Source: an optimization exercise on an open RTL-to-GDS flow (aim: small area). Production flows keep margins and buffers that such runs may drop. Function was checked by simulation only, so behaviour that the tests miss may differ from the original. Power figures rest on the tool's default switching activity, not on a simulated workload.

<file path="design/flow/run.sh">
#!/bin/bash
# synth_recipe.tcl (not shown) runs the flow's synth.tcl, then flattens the netlist and writes it again
# the make line also repeats each setting of config.mk as NAME=value (left out here)
make -C /OpenROAD-flow-scripts/flow DESIGN_CONFIG=/design/flow/config.mk WORK_HOME=/design/flow/orfs CLKGATE_MAP_FILE= SYNTH_SCRIPT=/design/flow/synth_recipe.tcl finish
</file>
<file path="design/flow/constraint.sdc">
create_clock -name core_clock -period 5.0 [get_ports {clock}]
set_input_delay 1.0000 -clock core_clock [delete_from_list [all_inputs] [get_ports {clock}]]
set_output_delay 1.0000 -clock core_clock [all_outputs]
set_load 0.01 [all_outputs]
</file>
<file path="design/flow/design.v">
`timescale 1ns/1ps
`default_nettype none
module rf_col (
    input  wire [31:1] s,
    input  wire [31:1] d,
    output wire        y
);
    wire [10:0] t;
    wire [2:0]  p;
    genvar k;
    generate
        for (k = 0; k < 10; k++) begin : tr
            g_a222oi tk (.a1 (s[3*k+1]), .a2 (d[3*k+1]), .b1 (s[3*k+2]), .b2 (d[3*k+2]),
                         .c1 (s[3*k+3]), .c2 (d[3*k+3]), .y (t[k]));
        end
    endgenerate
    g_nand2 t10 (.a (s[31]), .b (d[31]), .y (t[10]));
    g_nand4 p0  (.a (t[0]), .b (t[1]), .c (t[2]), .d (t[3]), .y (p[0]));
    g_nand4 p1  (.a (t[4]), .b (t[5]), .c (t[6]), .d (t[7]), .y (p[1]));
    g_nand3 p2  (.a (t[8]), .b (t[9]), .c (t[10]), .y (p[2]));
    g_or3   yo  (.a (p[0]), .b (p[1]), .c (p[2]), .y (y));
endmodule
module rf_port (
    input  wire [31:1]   s,
    input  wire [991:0]  q,
    output wire [31:0]   y
);
    genvar b, i;
    generate
        for (b = 0; b < 32; b++) begin : col
            wire [31:1] d;
            for (i = 1; i < 32; i++) begin : ent
                assign d[i] = q[32*(i-1) + b];
            end
            rf_col c (.s (s), .d (d), .y (y[b]));
        end
    endgenerate
endmodule
module dec5 (input wire [4:0] a, output wire [31:1] s);
    wire [31:0] o = 32'd1 << a;
    assign s = o[31:1];
endmodule
`default_nettype wire
`timescale 1ns/1ps
`default_nettype none
module ram_col (
    input  wire [63:0] s,
    input  wire [63:0] d,
    output wire        y
);
    wire [21:0] t;
    wire [5:0]  p;
    wire [2:0]  q;
    genvar k;
    generate
        for (k = 0; k < 21; k++) begin : tr
            g_a222oi tk (.a1 (s[3*k]), .a2 (d[3*k]), .b1 (s[3*k+1]), .b2 (d[3*k+1]),
                         .c1 (s[3*k+2]), .c2 (d[3*k+2]), .y (t[k]));
        end
        for (k = 0; k < 5; k++) begin : pr
            g_nand4 pk (.a (t[4*k]), .b (t[4*k+1]), .c (t[4*k+2]), .d (t[4*k+3]), .y (p[k]));
        end
        for (k = 0; k < 3; k++) begin : qr
            g_nor2 qk (.a (p[2*k]), .b (p[2*k+1]), .y (q[k]));
        end
    endgenerate
    g_nand2 t21 (.a (s[63]), .b (d[63]), .y (t[21]));
    g_nand2 p5  (.a (t[20]), .b (t[21]), .y (p[5]));
    g_nand3 yo  (.a (q[0]), .b (q[1]), .c (q[2]), .y (y));
endmodule
module ram_port (
    input  wire [63:0]   s,
    input  wire [2047:0] q,
    output wire [31:0]   y
);
    genvar b, i;
    generate
        for (b = 0; b < 32; b++) begin : col
            wire [63:0] d;
            for (i = 0; i < 64; i++) begin : ent
                assign d[i] = q[32*i + b];
            end
            ram_col c (.s (s), .d (d), .y (y[b]));
        end
    endgenerate
endmodule
module dec6 (input wire [5:0] a, output wire [63:0] s);
    assign s = 64'd1 << a;
endmodule
`default_nettype wire
`timescale 1ns/1ps
`default_nettype none
module addw #(parameter int W = 32) (
    input  wire [W-1:0] p,
    input  wire [W-1:0] g,
    input  wire         cin,
    output wire [W-1:0] s
);
    localparam int NB = (W + 3) / 4;
    wire [NB:0] bc;
    assign bc[0] = cin;
    genvar k, j;
    generate
        for (k = 0; k < NB; k++) begin : blk
            localparam int LO = 4 * k;
            localparam int N  = (W - LO < 4) ? W - LO : 4;
            wire [N-1:0] c;
            assign c[0] = bc[k];
            for (j = 0; j < N - 1; j++) begin : rip
                g_a21o cj (.a1 (p[LO+j]), .a2 (c[j]), .b1 (g[LO+j]), .y (c[j+1]));
            end
            for (j = 0; j < N; j++) begin : sm
                g_xor2 sj (.a (p[LO+j]), .b (c[j]), .y (s[LO+j]));
            end
            if (k < NB - 1) begin : la
                wire g01, g012, bg, bp;
                g_a21o gg1 (.a1 (p[LO+1]), .a2 (g[LO]),   .b1 (g[LO+1]), .y (g01));
                g_a21o gg2 (.a1 (p[LO+2]), .a2 (g01),     .b1 (g[LO+2]), .y (g012));
                g_a21o gg3 (.a1 (p[LO+3]), .a2 (g012),    .b1 (g[LO+3]), .y (bg));
                g_and4 pp  (.a (p[LO]), .b (p[LO+1]), .c (p[LO+2]), .d (p[LO+3]), .y (bp));
                g_a21o cc  (.a1 (bp), .a2 (bc[k]), .b1 (bg), .y (bc[k+1]));
            end
        end
    endgenerate
endmodule
module pgw #(parameter int W = 32) (
    input  wire [W-1:0] a,
    input  wire [W-1:0] b,
    output wire [W-1:0] p,
    output wire [W-1:0] g
);
    genvar i;
    generate
        for (i = 0; i < W; i++) begin : bt
            g_xor2 xi (.a (a[i]), .b (b[i]), .y (p[i]));
            g_and2 ai (.a (a[i]), .b (b[i]), .y (g[i]));
        end
    endgenerate
endmodule
module alu (
    input  wire [31:0] a,
    input  wire [31:0] b,
    input  wire        cin,
    input  wire        s_sum,
    input  wire        s_x,
    input  wire        s_g,
    input  wire        s_lt,
    input  wire        s_ld,
    input  wire [31:0] rd,
    output wire [31:0] y
);
    wire [31:0] p, g, s, yn, rn;
    pgw  #(.W (32)) u_pg  (.a, .b, .p, .g);
    addw #(.W (32)) u_add (.p, .g, .cin, .s);
    wire lt, ltn;
    g_a21o  u_lt  (.a1 (p[31]), .a2 (s[31]), .b1 (g[31]), .y (lt));
    g_nand2 u_ltn (.a (s_lt), .b (lt), .y (ltn));
    genvar i;
    generate
        for (i = 0; i < 32; i++) begin : bt
            g_a222oi u_y (.a1 (s_x), .a2 (p[i]), .b1 (s_g), .b2 (g[i]),
                          .c1 (s_sum), .c2 (s[i]), .y (yn[i]));
            g_nand2  u_r (.a (s_ld), .b (rd[i]), .y (rn[i]));
            if (i == 0) begin : b0
                g_nand3 u_o (.a (rn[i]), .b (yn[i]), .c (ltn), .y (y[i]));
            end else begin : bn
                g_nand2 u_o (.a (rn[i]), .b (yn[i]), .y (y[i]));
            end
        end
    endgenerate
endmodule
`default_nettype wire
`default_nettype none
module eq32 (
    input  wire [31:0] a,
    input  wire [31:0] b,
    output wire        ne
);
    wire [31:0] x;
    wire [7:0]  n;
    wire [3:0]  m;
    genvar i;
    generate
        for (i = 0; i < 32; i++) begin : bt
            g_xnor2 xi (.a (a[i]), .b (b[i]), .y (x[i]));
        end
        for (i = 0; i < 8; i++) begin : n4
            g_nand4 ni (.a (x[4*i]), .b (x[4*i+1]), .c (x[4*i+2]), .d (x[4*i+3]), .y (n[i]));
        end
        for (i = 0; i < 4; i++) begin : n2
            g_nor2 mi (.a (n[2*i]), .b (n[2*i+1]), .y (m[i]));
        end
    endgenerate
    g_nand4 yo (.a (m[0]), .b (m[1]), .c (m[2]), .d (m[3]), .y (ne));
endmodule
module add8hi (
    input  wire [7:0] a,
    input  wire [7:0] b,
    output wire [7:2] s
);
    wire [7:0] p, g;
    pgw #(.W (8)) u_pg (.a, .b, .p, .g);
    wire g10, g32, g54, p32, p54;
    wire [7:2] c;
    g_a21o u_g10 (.a1 (p[1]), .a2 (g[0]), .b1 (g[1]), .y (g10));
    g_a21o u_g32 (.a1 (p[3]), .a2 (g[2]), .b1 (g[3]), .y (g32));
    g_a21o u_g54 (.a1 (p[5]), .a2 (g[4]), .b1 (g[5]), .y (g54));
    g_and2 u_p32 (.a (p[3]), .b (p[2]), .y (p32));
    g_and2 u_p54 (.a (p[5]), .b (p[4]), .y (p54));
    assign c[2] = g10;
    g_a21o u_c3 (.a1 (p[2]), .a2 (c[2]), .b1 (g[2]), .y (c[3]));
    g_a21o u_c4 (.a1 (p32),  .a2 (c[2]), .b1 (g32),  .y (c[4]));
    g_a21o u_c5 (.a1 (p[4]), .a2 (c[4]), .b1 (g[4]), .y (c[5]));
    g_a21o u_c6 (.a1 (p54),  .a2 (c[4]), .b1 (g54),  .y (c[6]));
    g_a21o u_c7 (.a1 (p[6]), .a2 (c[6]), .b1 (g[6]), .y (c[7]));
    genvar i;
    generate
        for (i = 2; i < 8; i++) begin : sm
            g_xor2 si (.a (p[i]), .b (c[i]), .y (s[i]));
        end
    endgenerate
endmodule
`default_nettype wire
`timescale 1ns/1ps
`default_nettype none
module g_a222oi (input wire a1, input wire a2, input wire b1, input wire b2,
                 input wire c1, input wire c2, output wire y);
    assign y = ~((a1 & a2) | (b1 & b2) | (c1 & c2));
endmodule
module g_nand4 (input wire a, input wire b, input wire c, input wire d, output wire y);
    assign y = ~(a & b & c & d);
endmodule
module g_nand3 (input wire a, input wire b, input wire c, output wire y);
    assign y = ~(a & b & c);
endmodule
module g_nand2 (input wire a, input wire b, output wire y);
    assign y = ~(a & b);
endmodule
module g_nor2 (input wire a, input wire b, output wire y);
    assign y = ~(a | b);
endmodule
module g_or3 (input wire a, input wire b, input wire c, output wire y);
    assign y = a | b | c;
endmodule
`default_nettype wire
`default_nettype none
module g_xor2 (input wire a, input wire b, output wire y);
    assign y = a ^ b;
endmodule
module g_and2 (input wire a, input wire b, output wire y);
    assign y = a & b;
endmodule
module g_and4 (input wire a, input wire b, input wire c, input wire d, output wire y);
    assign y = a & b & c & d;
endmodule
module g_a21o (input wire a1, input wire a2, input wire b1, output wire y);
    assign y = (a1 & a2) | b1;
endmodule
`default_nettype wire
`default_nettype none
module g_xnor2 (input wire a, input wire b, output wire y);
    assign y = ~(a ^ b);
endmodule
`default_nettype wire
`timescale 1ns/1ps
`default_nettype none
module cpu_top (
    input  wire        clock,
    input  wire        reset,
    input  wire        enable,
    output wire [31:0] imem_addr,
    input  wire [31:0] imem_data,
    output wire        commit_valid,
    output wire [4:0]  commit_rd,
    output wire [31:0] commit_value
);
    reg  [31:1] pc;              
    reg         f_v;             
    reg  [31:4] f_ins;           
    reg         e_wb;            
    reg         e_br;            
    reg         e_sw;            
    reg         e_sub;           
    reg  [2:0]  e_f3;            
    reg  [4:0]  e_rd;
    reg  [31:0] e_a;
    reg  [31:0] e_b;
    reg         m_wb;
    reg  [4:0]  m_rd;
    reg  [31:0] m_res;
    reg         c_v;
    reg  [4:0]  c_rd;
    reg  [31:0] c_val;
    reg  [991:0]  rf_q;          
    reg  [2047:0] ram_q;         
    wire [31:0] iw    = imem_data;
    wire [2:0]  iw_f3 = iw[14:12];
    wire [6:0]  iw_f7 = iw[31:25];
    wire        known = (iw[6:0] == 7'b0110011 &&
                         ((iw_f7 == 7'h00 && (iw_f3 == 3'b000 || iw_f3 == 3'b010 ||
                                              iw_f3 == 3'b100 || iw_f3 == 3'b110 ||
                                              iw_f3 == 3'b111)) ||
                          (iw_f7 == 7'h20 && iw_f3 == 3'b000))) ||
                        (iw[6:0] == 7'b0010011 && iw_f3 == 3'b000) ||    
                        (iw[6:0] == 7'b0000011 && iw_f3 == 3'b010) ||    
                        (iw[6:0] == 7'b0100011 && iw_f3 == 3'b010) ||    
                        (iw[6:0] == 7'b1100011 && iw_f3 == 3'b000);      
    wire [2:0]  f3  = f_ins[14:12];
    wire [4:0]  rs1 = f_ins[19:15];
    wire [4:0]  rs2 = f_ins[24:20];
    wire [4:0]  rd  = f_ins[11:7];
    wire i_beq = f_ins[6];
    wire i_lw  = !f_ins[6] && !f_ins[5] && !f_ins[4];
    wire i_sw  = !f_ins[6] &&  f_ins[5] && !f_ins[4];
    wire op_r  =  f_ins[5] &&  f_ins[4];
    wire live  = f_v && !e_br;   
    wire wb    = live && (f_ins[4] || i_lw) && rd != 5'd0;
    wire [31:1] s1, s2;
    wire [31:0] r1, r2;
    dec5    u_dec1 (.a (rs1), .s (s1));
    dec5    u_dec2 (.a (rs2), .s (s2));
    rf_port u_rp1  (.s (s1), .q (rf_q), .y (r1));
    rf_port u_rp2  (.s (s2), .q (rf_q), .y (r2));
    wire        ne;
    eq32    u_eq   (.a (r1), .b (r2), .ne);
    wire        is_mem = !f_ins[6] && !f_ins[4];
    wire [7:0]  ls_imm = f_ins[5] ? {f_ins[27:25], f_ins[11:7]} : f_ins[27:20];
    wire [7:2]  ls_sum;
    add8hi  u_ls   (.a (r1[7:0]), .b (ls_imm), .s (ls_sum));
    wire [12:0] imm_b  = {f_ins[31], f_ins[7], f_ins[30:25], f_ins[11:8], 1'b0};
    wire [13:0] boff   = {imm_b[12], imm_b} - 14'd8;
    wire [31:0] a      = {r1[31:14], i_beq ? boff : {r1[13:6], is_mem ? ls_sum[7:2] : r1[5:0]}};
    wire        sub    = op_r && (f_ins[30] || (!f3[2] && f3[1]));
    wire [31:0] b      = f_ins[5] ? (r2 ^ {32{sub}}) : {{20{f_ins[31]}}, f_ins[31:20]};
    wire        s_sum = e_f3 == 3'b000;
    wire        s_x   = e_f3[2] && !e_f3[0];
    wire        s_g   = e_f3[2] && e_f3[1];
    wire        s_lt  = e_f3 == 3'b010 && e_sub;
    wire        s_ld  = e_f3 == 3'b010 && !e_sub;
    wire [63:0] ram_s;
    wire [31:0] ram_rd, res;
    dec6     u_rdec (.a (e_a[5:0]), .s (ram_s));
    ram_port u_ramp (.s (ram_s), .q (ram_q), .y (ram_rd));
    alu      u_alu  (.a (e_a), .b (e_b), .cin (e_sub),
                     .s_sum, .s_x, .s_g, .s_lt, .s_ld, .rd (ram_rd), .y (res));
    wire [31:1] inc = e_br ? {{18{e_a[13]}}, e_a[13:1]} : 31'd2;
    wire [31:1] pc_p, pc_g, pc_n;
    pgw  #(.W (31)) u_pcpg  (.a (pc), .b (inc), .p (pc_p), .g (pc_g));
    addw #(.W (31)) u_pcadd (.p (pc_p), .g (pc_g), .cin (1'b0), .s (pc_n));
    always @(posedge clock) begin
        if (reset) begin
            pc   <= 31'd0;
            f_v  <= 1'b0;
            e_wb <= 1'b0;
            e_br <= 1'b0;
            e_sw <= 1'b0;
            m_wb <= 1'b0;
            c_v  <= 1'b0;
        end else if (enable) begin
            pc   <= pc_n;
            f_v  <= !e_br && known;
            e_wb <= wb;
            e_br <= live && i_beq && !ne;
            e_sw <= live && i_sw;
            m_wb <= e_wb;
            c_v  <= m_wb;
        end
    end
    always @(posedge clock) begin
        if (enable) begin
            f_ins <= iw[31:4];
            e_sub <= sub;
            e_f3  <= f3;
            e_rd  <= rd;
            e_a   <= a;
            e_b   <= b;
            m_rd  <= e_rd;
            m_res <= res;
            c_rd  <= m_rd;
            c_val <= m_res;
        end
    end
    wire [31:0] rf_wd  = m_res & {32{!reset}};
    wire [31:0] ram_wd = e_b & {32{!reset}};
    wire        rf_we  = enable && m_wb;
    wire        ram_we = enable && e_sw;
    always @(posedge clock) begin
        for (int i = 1; i < 32; i++)
            if (reset || (rf_we && m_rd == i[4:0])) rf_q[32*(i-1) +: 32] <= rf_wd;
        for (int i = 0; i < 64; i++)
            if (reset || (ram_we && ram_s[i])) ram_q[32*i +: 32] <= ram_wd;
    end
    assign imem_addr    = {pc, 1'b0};
    assign commit_valid = c_v && enable;
    assign commit_rd    = c_rd;
    assign commit_value = c_val;
endmodule
`default_nettype wire
</file>
<file path="design/flow/config.mk">
export PLATFORM = sky130hd
export DESIGN_NAME = cpu_top
export DESIGN_NICKNAME = cpu_top
export VERILOG_FILES = /design/flow/design.v
export SDC_FILE = /design/flow/constraint.sdc
export NUM_CORES = 4
export LEC_CHECK = 0
export CAP_MARGIN = 10
export CORE_MARGIN = 2
export CORE_UTILIZATION = 60
export CTS_BUF_LIST = sky130_fd_sc_hd__clkbuf_16
export CTS_CLUSTER_DIAMETER = 50
export CTS_CLUSTER_SIZE = 30
export PLACE_DENSITY = 0.7
export SETUP_SLACK_MARGIN = 0.1
export SLEW_MARGIN = 10
export SYNTH_HIERARCHICAL = 1
</file>
==> results_dict.tcl, run 1 <==
set metrics [dict create \
    postSynthAreaPerCell_um2 18.8 \
    mostFrequentLayoutCell "edfxtp_1" \
    wl_um 398000 \
    powerDensity_nw_per_um2 439 \
    start_util 0.603 \
    leakage_nw 48.5 \
    antenna_found_initial 28 \
    fp.coreArea_um2 202000 \
    p_comb_frac 0.097 \
    tns_ns 0 \
    grt_max_degree 127 \
    clockPowerShare 0.348 \
    setup_viol_count_final 0 \
    syn-cell-area_um2 122000 \
    r2r_slack_ns 0.09 \
    cts_buffers 236 \
    clock_sinks 3252 \
    crit_arrival_ns 5.76 \
    clk-insertion-delay-late_ns 0.94 \
    die_x_um 455 \
    via_per_inst 7.85 \
    regToRegStartpoint "f_ins[23]" \
    ir_drop_v 0.000407 \
    die_h_um 455 \
    clk_pin_slew_ns 0.08 \
    crit_start "f_ins[23]" \
    n_fill_cell 12600 \
    gp_congestion 1.02 \
    rsz0062_at_grt "false" \
    tightest_slew_ns 1.31 \
    grt_overflow 0 \
    cts_buffer_depth 3 \
    drt-wirelength-per-cell_um 39.6 \
    seq_power_share 0.555 \
    drtAntennaViolNets 0 \
    postSynthCellCount 6461 \
    hold_path.class "reg2reg" \
    cts_hold_buf 0 \
    grt_pass1_vias 74000 \
    outcome "no timing/DRC/antenna violations" \
    fin_skew_ns 0.0791 \
    cp-start-kind "register" \
    swShare 0.269 \
    rows 165 \
    drt_iter0_drc 21600 \
    drive_above_1_share 0.160 \
    max_freq_ghz 0.204 \
    cp-end-kind "register" \
    hp-start "e_rd[2]" \
    cts_tree "built" \
    final_cell_mix "edfxtp_1, a222oi_1, buf_4" \
    track_usage 0.380 \
    hold_viol 0 \
    syn2layout_area_growth_pct 14.6 \
    critPathKind "reg2reg" \
    maxCapViolCount 0 \
    fin_crit_sh 0.982 \
    crit_fanout 23 \
    cts.repair.resized 0 \
    ioPinCount 105 \
    drv_slew 0 \
    ctsHtreeMaxLevel 4 \
    fin_nets 7180 \
    cts-root-buf "clkbuf_16" \
    die_area_um2 207000 \
    yosysWarnings 7 \
    drt-pass1-iter-count 20 \
    period_minus_slack_ns 4.91 \
    power.switching_mw 16.5 \
    fin_util 0.691 \
    drcViolationCount 0 \
    p_int_mw 44.8 \
    num_vias 78900 \
    slew-limit-headroom 0.125 \
    hpwl_um 247000 \
    io_buffers 103 \
    grt_first_pass_wirelength_um 551000 \
    post_cts_buffers 0 \
    required_ns 5.85 \
]
==> state kept, by name (all words and copies together), names as in the netlist, 28 cells and up <==
signal  cells
ram_q    2048
rf_q      992
c_val      32
e_a        32
e_b        32
m_res      32
pc         31
f_ins      28
==> power by group through the flow <==
stage | logic, mW | clock network, mW | registers (mW)
after floorplan | 2.78 | 0 | 34.1
after global placement | 5.61 | 0 | 34.4
after detailed placement | 5.69 | 0 | 34.6
after CTS | 5.71 | 21.4 | 34.0
after global routing | 6.05 | 22.4 | 34.2
final | 5.97 | 21.3 | 34.0
==> layout make-up <==
| class | instances | area (µm²) | area share |
|---|---|---|---|
| Antenna cell | 20 | 50.0 | 0.000359 |
| Clock buffer | 240 | 6010 | 0.0430 |
| Clock inverter | 212 | 2870 | 0.0206 |
| Inverter | 5 | 23.8 | 0.000170 |
| Multi-Input combinational cell | 3139 | 25600 | 0.183 |
| Sequential cell | 3252 | 97300 | 0.697 |
| Tap cell | 2672 | 3340 | 0.0240 |
| Timing Repair Buffer | 510 | 4370 | 0.0313 |
==> metal layers <==
| metal | wire length [µm] | vias to the layer above | global-route usage |
|---|---|---|---|
| met2 | 181000 | 7521 | 0.585 |
| met4 | 33600 | 20 | 0.252 |
| li1 | - | 30900 | - |
| met1 | 126000 | 38900 | 0.481 |
| met5 | 138 | - | 0 |
| met3 | 56600 | 1572 | 0.0959 |
==> per-stage QoR <==
step	std cells	cell area, µm²	total power [mW]	hold WS (ns)	worst slack [ns]
after global routing	10000	140000	62.6	0.436	0.156
after CTS	10000	139000	61.1	0.425	0.718
after detailed placement	9577	131000	40.3	0.405	0.749
after global placement	9577	131000	40.0	0.402	0.763
final	10100	140000	61.3	0.424	0.0881
after floorplan	6464	122000	36.9	0.400	-0.302
==> final timing paths <==
kind / to / cells after the start
setup / recovery: e_br / 12
hold / removal: m_rd[2] / 0
setup reg to reg: e_br / 12
hold reg to reg: m_rd[2] / 0
==> worst max-delay path, cell delays in order, from the launching register on <==
cell      delay, ns
edfxtp_1       0.48
nand2b_1       0.48
nor2_2         0.27
buf_4          0.34
a222oi_1       0.39
nand4_1        0.69
or3_1          0.68
xnor2_1        0.18
nand4_1        0.10
nor2_1         0.41
nand4_1        0.35
nand4b_1       0.27
a21oi_1        0.17
==> run 2, diff against run 1 <==
--- a/design/flow/config.mk
+++ b/design/flow/config.mk
@@ -10,6 +10,6 @@
 export CORE_UTILIZATION = 60
 export CTS_BUF_LIST = sky130_fd_sc_hd__clkbuf_16
-export CTS_CLUSTER_DIAMETER = 50
-export CTS_CLUSTER_SIZE = 30
+export CTS_CLUSTER_DIAMETER = 80
+export CTS_CLUSTER_SIZE = 24
 export PLACE_DENSITY = 0.7
 export SETUP_SLACK_MARGIN = 0.1
==> results_dict.tcl, run 2 <==
set metrics [dict create \
    outcome "no timing/DRC/antenna violations" \
    track_usage 0.375 \
    crit_slowest_cell "nor2_2" \
    drt-wirelength-per-cell_um 40.2 \
    max_stage_delay_ns 0.89 \
    num_vias 77700 \
    cts_tree "built" \
    hold_viol 0 \
    cp-end-kind "register" \
    cp-start-kind "register" \
    grt_overflow 0 \
    grt_max_degree 127 \
    largest_reg_flops 2048 \
    ctsHtreeMaxLevel 4 \
    fin_skew_ns 0.0441 \
    antenna_found_initial 20 \
    grt_first_pass_wirelength_um 544000 \
    hold_path.class "reg2reg" \
    clk-insertion-delay-late_ns 0.89 \
    hold_path_depth 0 \
    rows 165 \
    rsz0062_at_grt "false" \
    drtAntennaViolNets 0 \
    multiInputGateArea_um2 25600 \
    regToRegStartpoint "f_ins[19]" \
    crit_fanout 18 \
    die_x_um 455 \
    drcViolationCount 0 \
    wl_um 394000 \
    powerDensity_nw_per_um2 402 \
    hpwl_um 247000 \
    crit_family "simple AND/OR/NAND/NOR gates" \
    start_util 0.603 \
    clock_sinks 3252 \
    via_per_inst 7.92 \
    n_fill_cell 13100 \
    slew-limit-headroom 0.128 \
    setup_ws_ns 0.194 \
    dpl_worst_slack_ns 0.749 \
    hold_end "m_rd[2]" \
    cts_buffers 160 \
    drt_iter0_drc 21400 \
    top_register "ram_q" \
    rr_worst_depth 12 \
    io_buffers 103 \
    setup_viol_count_final 0 \
    max_freq_ghz 0.208 \
    ioPinCount 105 \
    gp_congestion 1.02 \
    drt-pass1-iter-count 17 \
    final_cell_mix "edfxtp_1, a222oi_1, buf_4" \
    mostFrequentLayoutCell "edfxtp_1" \
    grt_pass1_vias 72700 \
    worstReg2RegEnd "e_br" \
    cts.repair.resized 0 \
    leakage_nw 46.5 \
    maxCapViolCount 0 \
    reg_top3 "ram_q (2048), rf_q (992)" \
    holdWs_ns 0.429 \
    seq_area_um2 97300 \
    clk_pin_slew_ns 0.09 \
    fin_util 0.670 \
    period_minus_slack_ns 4.81 \
    postSynthAreaPerCell_um2 18.8 \
    drive_above_1_share 0.131 \
    syn2layout_area_growth_pct 11.0 \
    drv_slew 0 \
    yosysWarnings 7 \
    cts_buffer_depth 3 \
    cts_hold_buf 0 \
    postSynthCellCount 6461 \
    required_ns 5.81 \
    r2r_slack_ns 0.19 \
    post_cts_buffers 0 \
    cpMostUsedCell "nand4_1" \
    fin_crit_sh 0.961 \
    crit_arrival_ns 5.62 \
    hp-start "e_rd[2]" \
    die_area_um2 207000 \
    crit_buf_inv 1 \
    syn-cell-area_um2 122000 \
    cts-root-buf "clkbuf_16" \
    die_h_um 455 \
    fin_nets 7104 \
    crit_chain "or3b_1, nor2_2, buf_4, a222oi_1, nand4_1, or3_1, xnor2_1, nand4_1, nor2_1, nand4_1, nand4b_1, a21oi_1" \
    crit_cells 12 \
    ir_drop_v 0.000402 \
    critPathKind "reg2reg" \
    tightest_slew_ns 1.30 \
    fp.coreArea_um2 202000 \
]
[run 2: changes by cell type in the layout (fill, tap and decap cells not counted), moves of 6 or more]
cell / before / now
diode_2: 20 / 12
inv_1: 8 / 23
clkinv_1: 11 / 2
inv_16: 18 / 5
clkbuf_16: 240 / 163
bufinv_16: 16 / 1
clkinv_8: 30 / 5
inv_6: 44 / 11
inv_8: 34 / 0
inv_12: 20 / 2
clkinv_4: 13 / 1
clkinv_16: 6 / 0
[run 2: area by class of cell]
| class | instances | share of cell area |
|---|---|---|
| diodes | 12 | 0.000222 |
| clock buffers | 163 | 0.0302 |
| clock inverters | 53 | 0.00349 |
| inverters | 5 | 0.000176 |
| multi-input cells | 3139 | 0.189 |
| flip-flops and latches | 3252 | 0.720 |
| well taps | 2672 | 0.0247 |
| repair buffers | 510 | 0.0323 |
[run 2: through the flow]
stage	power, mW	instances	cell area, µm²	TNS [ns]
final	54.4	9806	135000	0
after global routing	55.5	9797	135000	0
after CTS	54.1	9793	135000	0
after detailed placement	40.3	9577	131000	0
after global placement	40.0	9577	131000	0
after floorplan	36.9	6464	122000	-19.32
[run 2: worst max-delay path by stage]
| stage | from | end |
|---|---|---|
| 2_1_floorplan | enable | rf_q[32] |
| 3_3_place_gp | f_ins[23] | e_br |
| 3_5_place_dp | f_ins[23] | e_br |
| 4_1_cts | f_ins[23] | e_br |
| 5_1_grt | f_ins[19] | e_br |
| 6_report | f_ins[19] | e_br |
[run 2: power by group]
| group | internal (mW) | switching (mW) |
|---|---|---|
| Combinational | 1.50 | 4.45 |
| Sequential | 32.9 | 1.12 |
| Clock | 6.06 | 8.35 |
| Total | 40.5 | 13.9 |
[run 2: layer usage]
layer | global-route usage | part of all wire | vias up
met4 | 0.239 | 0.082 | 14
met3 | 0.0819 | 0.14 | 1350
met1 | 0.483 | 0.32 | 38600
met5 | 0 | 0.00023 | -
li1 | - | - | 30500
met2 | 0.583 | 0.46 | 7264
==> run 3, diff against run 2 <==
==> design/flow/flow/run.sh (new file) <==
#!/bin/bash
# Layout flow: the standard ORFS flow (standard.sh, so synthesis,
# floorplan, power grid and tap cells are the standard flow's) with three
# changes: the clock tree uses clkbuf_16 leaves over larger clusters and no
# dummy loads, ports are buffered with buf_1, and after global routing gates
# off the critical paths are downsized (power recovery).
# All tool output goes to standard.log here; ORFS's own per-step logs are
# under orfs/logs.
set -uo pipefail
export CTS_ARGS="-sink_clustering_enable -repair_clock_nets -dont_use_dummy_load -buf_list sky130_fd_sc_hd__clkbuf_16 -sink_clustering_size 30 -sink_clustering_max_diameter 50"
export BUFFER_PORTS_ARGS="-buffer_cell sky130_fd_sc_hd__buf_1"
export RECOVER_POWER=100
bash standard.sh > standard.log 2>&1
==> design/flow/standard.sh (new file) <==
#!/bin/bash
# synth_recipe.tcl (not shown) runs the flow's synth.tcl, then flattens the netlist and writes it again
# the make line also repeats each setting of config.mk as NAME=value (left out here)
make -C /OpenROAD-flow-scripts/flow DESIGN_CONFIG=/design/flow/config.mk WORK_HOME=/design/flow/orfs CLKGATE_MAP_FILE= SYNTH_SCRIPT=/design/flow/synth_recipe.tcl "${@:-finish}"
--- a/design/flow/config.mk
+++ b/design/flow/config.mk
@@ -10,6 +10,6 @@
 export CORE_UTILIZATION = 60
 export CTS_BUF_LIST = sky130_fd_sc_hd__clkbuf_16
-export CTS_CLUSTER_DIAMETER = 80
-export CTS_CLUSTER_SIZE = 24
+export CTS_CLUSTER_DIAMETER = 50
+export CTS_CLUSTER_SIZE = 30
 export PLACE_DENSITY = 0.7
 export SETUP_SLACK_MARGIN = 0.1
removed: design/flow/run.sh
==> results_dict.tcl, run 3 <==
set metrics [dict create \
    gp_congestion 1.08 \
    fp.coreArea_um2 202000 \
    clockPowerShare 0.316 \
    n_fill_cell 13400 \
    rr_worst_depth 6 \
    violations "capacitance limit, slew limit, setup timing" \
    ir_drop_v 0.000378 \
    cp-start-kind "register" \
    top_register "ram_q" \
    crit_buf_inv 2 \
    crit_arrival_ns 5.56 \
    setup_viol_count_final 2 \
    total_power_mw 58.5 \
    largest_reg_flops 2048 \
    hold_path.class "in2reg" \
    critPathKind "reg2reg" \
    hold_path_depth 1 \
    io_buffers 103 \
    r2r_slack_ns -0.006 \
    track_usage 0.381 \
    grt_max_degree 66 \
    rsz0062_at_grt "false" \
    crit_chain "nand4_1, nor2_1, buf_4, nand2_1, nand2_1, clkbuf_4" \
    tns_ns -0.0112 \
    p_comb_frac 0.100 \
    critPathCapture "ram_q[1913]" \
    cts_hold_buf 0 \
    stdcell_count 9869 \
    final_cell_mix "edfxtp_1, a222oi_1, nand2_1" \
    cts_buffer_depth 4 \
    slew-limit-headroom -0.993 \
    tightest_slew_ns 2.99 \
    powerDensity_nw_per_um2 432 \
    max_freq_ghz 0.200 \
    hold_end "f_ins[9]" \
    fin_nets 7218 \
    ioPinCount 105 \
    clock_sinks 3252 \
    grt_overflow 0 \
    worstReg2RegEnd "ram_q[1913]" \
    cts_tree "built" \
    crit_cells 6 \
    drv_slew 3827 \
    fin_skew_ns 0.0989 \
    die_area_um2 207000 \
    syn-cell-area_um2 122000 \
    holdWs_ns 0.244 \
    antenna_found_initial 27 \
    setup_ws_ns -0.00578 \
    clk-insertion-delay-late_ns 0.97 \
    cpMostUsedCell "nand2_1" \
    rows 165 \
    max_stage_delay_ns 1.61 \
    grt_pass1_vias 72500 \
    p_clk_mw 18.5 \
    multiInputGateArea_um2 24800 \
    via_per_inst 7.87 \
    reg_top3 "ram_q (2048), rf_q (992)" \
    crit_start "e_a[5]" \
    cts.repair.resized 0 \
    maxCapViolCount 125 \
    fin_crit_sh 1.00 \
    crit_family "simple AND/OR/NAND/NOR gates" \
    wl_um 399000 \
    syn2layout_area_growth_pct 11.2 \
    mostFrequentLayoutCell "edfxtp_1" \
    yosysWarnings 7 \
    num_vias 77700 \
    drive_above_1_share 0.106 \
    p_int_mw 44.0 \
    hold_viol 0 \
    die_h_um 455 \
    ctsHtreeMaxLevel 5 \
    power.switching_mw 14.4 \
    period_minus_slack_ns 5.01 \
    clk_pin_slew_ns 0.06 \
    leakage_nw 46.6 \
    comb-power_mw 5.88 \
    seq_power_share 0.583 \
    required_ns 5.56 \
    swShare 0.247 \
    drt-wirelength-per-cell_um 40.5 \
    drt_iter0_drc 20000 \
    placed_cells 9576 \
    cts-root-buf "clkbuf_16" \
    postSynthAreaPerCell_um2 18.8 \
    outcome "complete, but fails checks" \
    power.group.top "registers" \
    post_cts_buffers 0 \
    hp-start "imem_data[9]" \
    die_x_um 455 \
    drt-pass1-iter-count 17 \
    drcViolationCount 0 \
    cts_buffers 275 \
    dpl_worst_slack_ns 0.482 \
    seq_area_um2 97300 \
    drtAntennaViolNets 0 \
    start_util 0.603 \
    powerSeq_mw 34.1 \
    regToRegStartpoint "e_a[5]" \
    grt_first_pass_wirelength_um 550000 \
    crit_fanout 26 \
    cp-end-kind "register" \
    postSynthCellCount 6461 \
    hpwl_um 250000 \
    crit_slowest_cell "nor2_1" \
]
[run 3: power by group through the flow]
stage,clock [mW],combinational [mW],sequential (mW)
after CTS,18.6,5.83,34.0
after detailed placement,0,5.82,34.5
after global placement,0,5.74,34.4
after floorplan,0,2.78,34.1
[run 3: how the worst min path moves through the flow]
stage / startpoint / slack [ns] / endpoint
2_1_floorplan: f_ins[12] / 0.40 / e_f3[0]
4_1_cts: imem_data[9] / 0.19 / f_ins[9]
3_5_place_dp: e_rd[2] / 0.41 / m_rd[2]
3_3_place_gp: e_rd[4] / 0.41 / m_rd[4]
[run 3: metal layers]
metal / GRT usage / part of all wire
met1: 0.494 / 0.32
met2: 0.583 / 0.45
met3: 0.0836 / 0.14
met4: 0.258 / 0.087
met5: 0 / 0.00032
[run 3: stage by stage]
stage / util / cell area [µm²]
6_report: 0.671 / 135000
5_1_grt: 0.671 / 135000
4_1_cts: 0.678 / 137000
3_5_place_dp: 0.644 / 130000
3_3_place_gp: 0.644 / 130000
2_1_floorplan: - / 122000
[run 3: cell type report]
| cell class | instances | area share |
|---|---|---|
| Antenna cell | 17 | 0.000314 |
| Sequential cell | 3252 | 0.718 |
| Multi-Input combinational cell | 3139 | 0.183 |
| Inverter | 5 | 0.000175 |
| Tap cell | 2672 | 0.0247 |
| Timing Repair Buffer | 509 | 0.0232 |
| Clock buffer | 275 | 0.0508 |
==> run 4, diff against run 3 <==
==> design/flow/flow/run.sh (replaced) <==
#!/bin/bash
# Layout flow: the standard ORFS flow (standard.sh, so synthesis,
# floorplan, power grid, tap cells, placement and routing are the standard
# flow's) with two changes: the clock tree uses clkbuf_8 buffers over clusters
# of up to 15 flip-flops and no dummy loads, and ports are buffered with
# buf_1.  All tool output goes to standard.log here; ORFS's own per-step logs
# are under orfs/logs.
set -uo pipefail
export CTS_ARGS="-sink_clustering_enable -repair_clock_nets -dont_use_dummy_load -buf_list sky130_fd_sc_hd__clkbuf_8 -sink_clustering_size 15 -sink_clustering_max_diameter 60"
export BUFFER_PORTS_ARGS="-buffer_cell sky130_fd_sc_hd__buf_1"
bash standard.sh > standard.log 2>&1
==> results_dict.tcl, run 4 <==
set metrics [dict create \
    outcome "no timing/DRC/antenna violations" \
    slew-limit-headroom 0.0716 \
    grt_overflow 0 \
    total_power_mw 53.1 \
    syn2layout_area_growth_pct 9.98 \
    reg_top3 "ram_q (2048), rf_q (992)" \
    cp-end-kind "register" \
    cts_buffers 275 \
    tns_ns 0 \
    drt-pass1-iter-count 17 \
    rows 165 \
    cp-start-kind "register" \
    cts_tree "built" \
    ioPinCount 105 \
    yosysWarnings 7 \
    largest_reg_flops 2048 \
    ir_drop_v 0.000299 \
    wl_um 396000 \
    io_buffers 103 \
    drive_above_1_share 0.141 \
    cts-root-buf "clkbuf_8" \
    seq_area_um2 97300 \
    drt-wirelength-per-cell_um 40.1 \
    crit_arrival_ns 5.83 \
    n_fill_cell 13400 \
    die_h_um 455 \
    fin_skew_ns 0.112 \
    final_cell_mix "edfxtp_1, a222oi_1, buf_4" \
    num_vias 77500 \
    leakage_nw 45.9 \
    grt_max_degree 66 \
    grt_pass1_vias 72200 \
    clock_sinks 3252 \
    die_area_um2 207000 \
    hold_viol 0 \
    post_cts_buffers 0 \
    drt_iter0_drc 20300 \
    start_util 0.603 \
    crit_fanout 20 \
    via_per_inst 7.85 \
    fin_crit_sh 0.968 \
    hold_path.class "in2reg" \
    required_ns 5.99 \
    period_minus_slack_ns 4.84 \
    postSynthAreaPerCell_um2 18.8 \
    clk_pin_slew_ns 0.10 \
    multiInputGateArea_um2 25600 \
    hpwl_um 250000 \
    tightest_slew_ns 1.39 \
    top_register "ram_q" \
    antenna_found_initial 21 \
    syn-cell-area_um2 122000 \
    fp.coreArea_um2 202000 \
    drtAntennaViolNets 0 \
    die_x_um 455 \
    fin_nets 7218 \
    cts_hold_buf 0 \
    critPathKind "reg2reg" \
    rsz0062_at_grt "false" \
    setup_viol_count_final 0 \
    cts.repair.resized 0 \
    maxCapViolCount 0 \
    mostFrequentLayoutCell "edfxtp_1" \
    gp_congestion 1.08 \
    clk-insertion-delay-late_ns 1.12 \
    max_freq_ghz 0.207 \
    drv_slew 0 \
    postSynthCellCount 6461 \
    ctsHtreeMaxLevel 5 \
    grt_first_pass_wirelength_um 547000 \
    track_usage 0.379 \
    powerDensity_nw_per_um2 397 \
    drcViolationCount 0 \
    cts_buffer_depth 4 \
]
## run 4: per-layer routing
layer | up-vias | wire [µm] | track usage
met1 | 38500 | 128000 | 0.493
met2 | 7093 | 179000 | 0.573
met5 | - | 81 | 0
met4 | 14 | 34500 | 0.267
met3 | 1269 | 54200 | 0.0819
li1 | 30600 | - | -
## run 4: layout make-up
cell class                      count  share of cell area
Antenna cell                       18            0.000336
Clock buffer                      275              0.0283
Inverter                            5            0.000177
Multi-Input combinational cell   3139               0.191
Sequential cell                  3252               0.726
Tap cell                         2672              0.0250
Timing Repair Buffer              509              0.0291
## run 4: per-stage QoR
step / instances / hold slack, ns / setup WS [ns] / area, µm² / utilization
after detailed placement: 9576 / 0.409 / 0.482 / 130000 / 0.644
final: 9870 / 0.118 / 0.159 / 134000 / 0.663
after CTS: 9851 / 0.0374 / 0.423 / 134000 / 0.663
after global placement: 9575 / 0.406 / 0.517 / 130000 / 0.644
after global routing: 9854 / 0.0831 / 0.280 / 134000 / 0.663
after floorplan: 6464 / 0.400 / -0.302 / 122000 / -
## run 4: final timing paths
path,depth (start not counted),start,slack [ns],endpoint
min reg2reg,0,e_rd[0],0.42,m_rd[0]
max reg2reg,13,f_ins[17],0.16,e_br
min,1,imem_data[11],0.12,f_ins[11]
max,13,f_ins[17],0.16,e_br
## run 4: where the power goes
group,switching [mW],internal (mW),total [mW]
clock network,8.12,4.95,13.1
registers,1.10,32.9,34.0
logic,4.59,1.48,6.07
## run 4: worst max-delay path, stage by stage, from the launching register on
cell	delay, ns
edfxtp_1	0.49
or3b_1	0.50
nor2_2	0.06
buf_4	0.21
buf_4	0.25
a222oi_1	0.61
nand4_1	0.39
or3_1	0.59
xnor2_1	0.38
nand4_1	0.13
nor2_1	0.27
nand4_1	0.34
nand4b_1	0.30
a21oi_1	0.19
==> run 5, diff against run 4 <==
==> design/flow/flow/run.sh (replaced) <==
#!/bin/bash
# Layout flow: the standard ORFS flow (standard.sh, so synthesis,
# floorplan, power grid, tap cells, placement and routing are the standard
# flow's) with two changes: the clock tree uses clkbuf_8 buffers over clusters
# of up to 16 flip-flops and no dummy loads, and ports are buffered with
# buf_1.  All tool output goes to standard.log here; ORFS's own per-step logs
# are under orfs/logs.
set -uo pipefail
export CTS_ARGS="-sink_clustering_enable -repair_clock_nets -dont_use_dummy_load -buf_list sky130_fd_sc_hd__clkbuf_8 -sink_clustering_size 16 -sink_clustering_max_diameter 60"
export BUFFER_PORTS_ARGS="-buffer_cell sky130_fd_sc_hd__buf_1"
bash standard.sh > standard.log 2>&1
==> results_dict.tcl, run 5 <==
set metrics [dict create \
    cp-end-kind "register" \
    clock_sinks 3252 \
    largest_reg_flops 2048 \
    crit_arrival_ns 5.71 \
    cts_hold_buf 0 \
    fin_crit_sh 0.962 \
    antenna_found_initial 22 \
    die_area_um2 207000 \
    crit_fanout 20 \
    grt_overflow 0 \
    hold_path.class "in2reg" \
    required_ns 5.90 \
    fin_skew_ns 0.130 \
    hpwl_um 250000 \
    worstReg2RegEnd "e_br" \
    fin_nets 7176 \
    ctsHtreeMaxLevel 4 \
    final_area_um2 133000 \
    drt_iter0_drc 20800 \
    rsz0062_at_grt "false" \
    die_x_um 455 \
    critPathKind "reg2reg" \
    clk-insertion-delay-late_ns 1.07 \
    gp_congestion 1.08 \
    drtAntennaViolNets 0 \
    fp.coreArea_um2 202000 \
    rr_worst_depth 13 \
    drt-pass1-iter-count 14 \
    powerDensity_nw_per_um2 390 \
    wl_um 396000 \
    track_usage 0.377 \
    grt_first_pass_wirelength_um 545000 \
    cts_buffer_depth 3 \
    drt-wirelength-per-cell_um 40.3 \
    post_cts_buffers 0 \
    mostFrequentLayoutCell "edfxtp_1" \
    grt_max_degree 66 \
    outcome "no timing/DRC/antenna violations" \
    drcViolationCount 0 \
    syn2layout_area_growth_pct 9.52 \
    n_fill_cell 13400 \
    grt_pass1_vias 71800 \
    cts_buffers 232 \
    rows 165 \
    cts_tree "built" \
    setup_ws_ns 0.192 \
    postSynthAreaPerCell_um2 18.8 \
    maxCapViolCount 0 \
    num_vias 77300 \
    slew-limit-headroom 0.0495 \
    drv_slew 0 \
    ioPinCount 105 \
    reg_top3 "ram_q (2048), rf_q (992)" \
    drive_above_1_share 0.136 \
    via_per_inst 7.86 \
    ir_drop_v 0.000327 \
    postSynthCellCount 6461 \
    io_buffers 103 \
    tightest_slew_ns 1.42 \
    clk_pin_slew_ns 0.10 \
    cts.repair.resized 0 \
    regToRegStartpoint "f_ins[17]" \
    yosysWarnings 7 \
    crit_start "f_ins[17]" \
    die_h_um 455 \
    cp-start-kind "register" \
    setup_viol_count_final 0 \
    critPathCapture "e_br" \
    hold_viol 0 \
    syn-cell-area_um2 122000 \
    period_minus_slack_ns 4.81 \
    cts-root-buf "clkbuf_8" \
    dpl_cell_area_um2 130000 \
    start_util 0.603 \
    r2r_slack_ns 0.19 \
    dpl_worst_slack_ns 0.482 \
    max_freq_ghz 0.208 \
    final_cell_mix "edfxtp_1, a222oi_1, buf_4" \
    leakage_nw 45.6 \
    top_register "ram_q" \
]
## run 5: area by class of cell
cell class                 instances  area (µm²)  area share
antenna                           20        50.0    0.000375
clock buffer                     232        3190      0.0239
inverter                           5        23.8    0.000178
multi-input combinational       3139       25600       0.192
sequential                      3252       97300       0.729
tap                             2672        3340      0.0251
timing repair buffer             510        3910      0.0293
## run 5: where the power goes
| part | leakage, nW | internal, mW | switching (mW) | total [mW] |
|---|---|---|---|---|
| combinational | 10.9 | 1.48 | 4.60 | 6.09 |
| clock | 1.67 | 4.12 | 7.83 | 12.0 |
| sequential | 33.0 | 32.9 | 1.10 | 34.0 |
| total | 45.6 | 38.5 | 13.5 | 52.0 |
## run 5: worst max-delay path: stages (launching register included)
cell	delay (ns)
edfxtp_1	0.49
or3b_1	0.50
nor2_2	0.05
buf_4	0.21
buf_4	0.25
a222oi_1	0.63
nand4_1	0.38
or3_1	0.57
xnor2_1	0.37
nand4_1	0.13
nor2_1	0.28
nand4_1	0.32
nand4b_1	0.30
a21oi_1	0.19
## run 5: how the worst min path moves through the flow
stage                  start        end  slack [ns]  cells past startpoint
2_1_floorplan      f_ins[12]    e_f3[0]        0.40                      0
3_3_place_gp         e_rd[4]    m_rd[4]        0.41                      0
3_5_place_dp         e_rd[2]    m_rd[2]        0.41                      0
4_1_cts         imem_data[9]   f_ins[9]        0.12                      1
5_1_grt        imem_data[11]  f_ins[11]        0.14                      1
6_report        imem_data[9]   f_ins[9]        0.20                      1
## run 5: metal layers
metal | global-route usage | vias to the layer above | share of wire
met5 | 0 | - | 0.00029
met4 | 0.255 | 16 | 0.087
met3 | 0.0761 | 1236 | 0.14
met2 | 0.578 | 7064 | 0.45
met1 | 0.493 | 38400 | 0.32
li1 | - | 30500 | -
## run 5: per-stage QoR
step / TNS, ns / instances / hold slack, ns / util / power (mW)
after CTS: 0 / 9808 / 0.116 / 0.660 / 51.8
after detailed placement: 0 / 9576 / 0.409 / 0.644 / 40.4
after global routing: 0 / 9813 / 0.144 / 0.660 / 53.2
after floorplan: -19.32 / 6464 / 0.400 / - / 36.9
after global placement: 0 / 9575 / 0.406 / 0.644 / 40.2
final: 0 / 9830 / 0.195 / 0.661 / 52.0

==> afterwards: timing with drivers on the ports <==
The results above use ideal ports. As a check the final layouts listed here were re-extracted and re-timed, cells and wires unchanged. Step 1: set_driving_cell puts a clkbuf_16 on clock and a buf_2 on each other input, an assumption about the parent block. Step 2, shift: input delay + t, output delay - t, t = (earliest + latest rising clock arrival at the registers) / 2. This alone moves slack from input paths to output paths. Slacks: ideal ports / drivers / drivers and shift; pairs: ideal ports / drivers.
run | t (ns) | slack for setup (ns) | hold WS [ns] | clock arrival spread, ns | pins driven straight from the clock port
run 1 | 1.002 | 0.088 / 0.088 / 0.088 | 0.424 / 0.424 / 0.424 | 0.092 / 0.092 | 1
run 2 | 0.968 | 0.194 / 0.194 / 0.194 | 0.429 / 0.429 / 0.429 | 0.058 / 0.058 | 1
run 3 | 1.024 | -0.006 / -0.006 / -0.731 | 0.244 / 0.174 / 0.402 | 0.114 / 0.114 | 1
run 4 | 1.147 | 0.159 / 0.159 / 0.159 | 0.118 / 0.064 / 0.420 | 0.113 / 0.113 | 1
run 5 | 1.093 | 0.192 / 0.192 / 0.192 | 0.195 / 0.134 / 0.413 | 0.130 / 0.130 | 1
The setup slack of run 3, which loses most, moves by 0.000 ns with the drivers and by -0.725 ns with both steps.
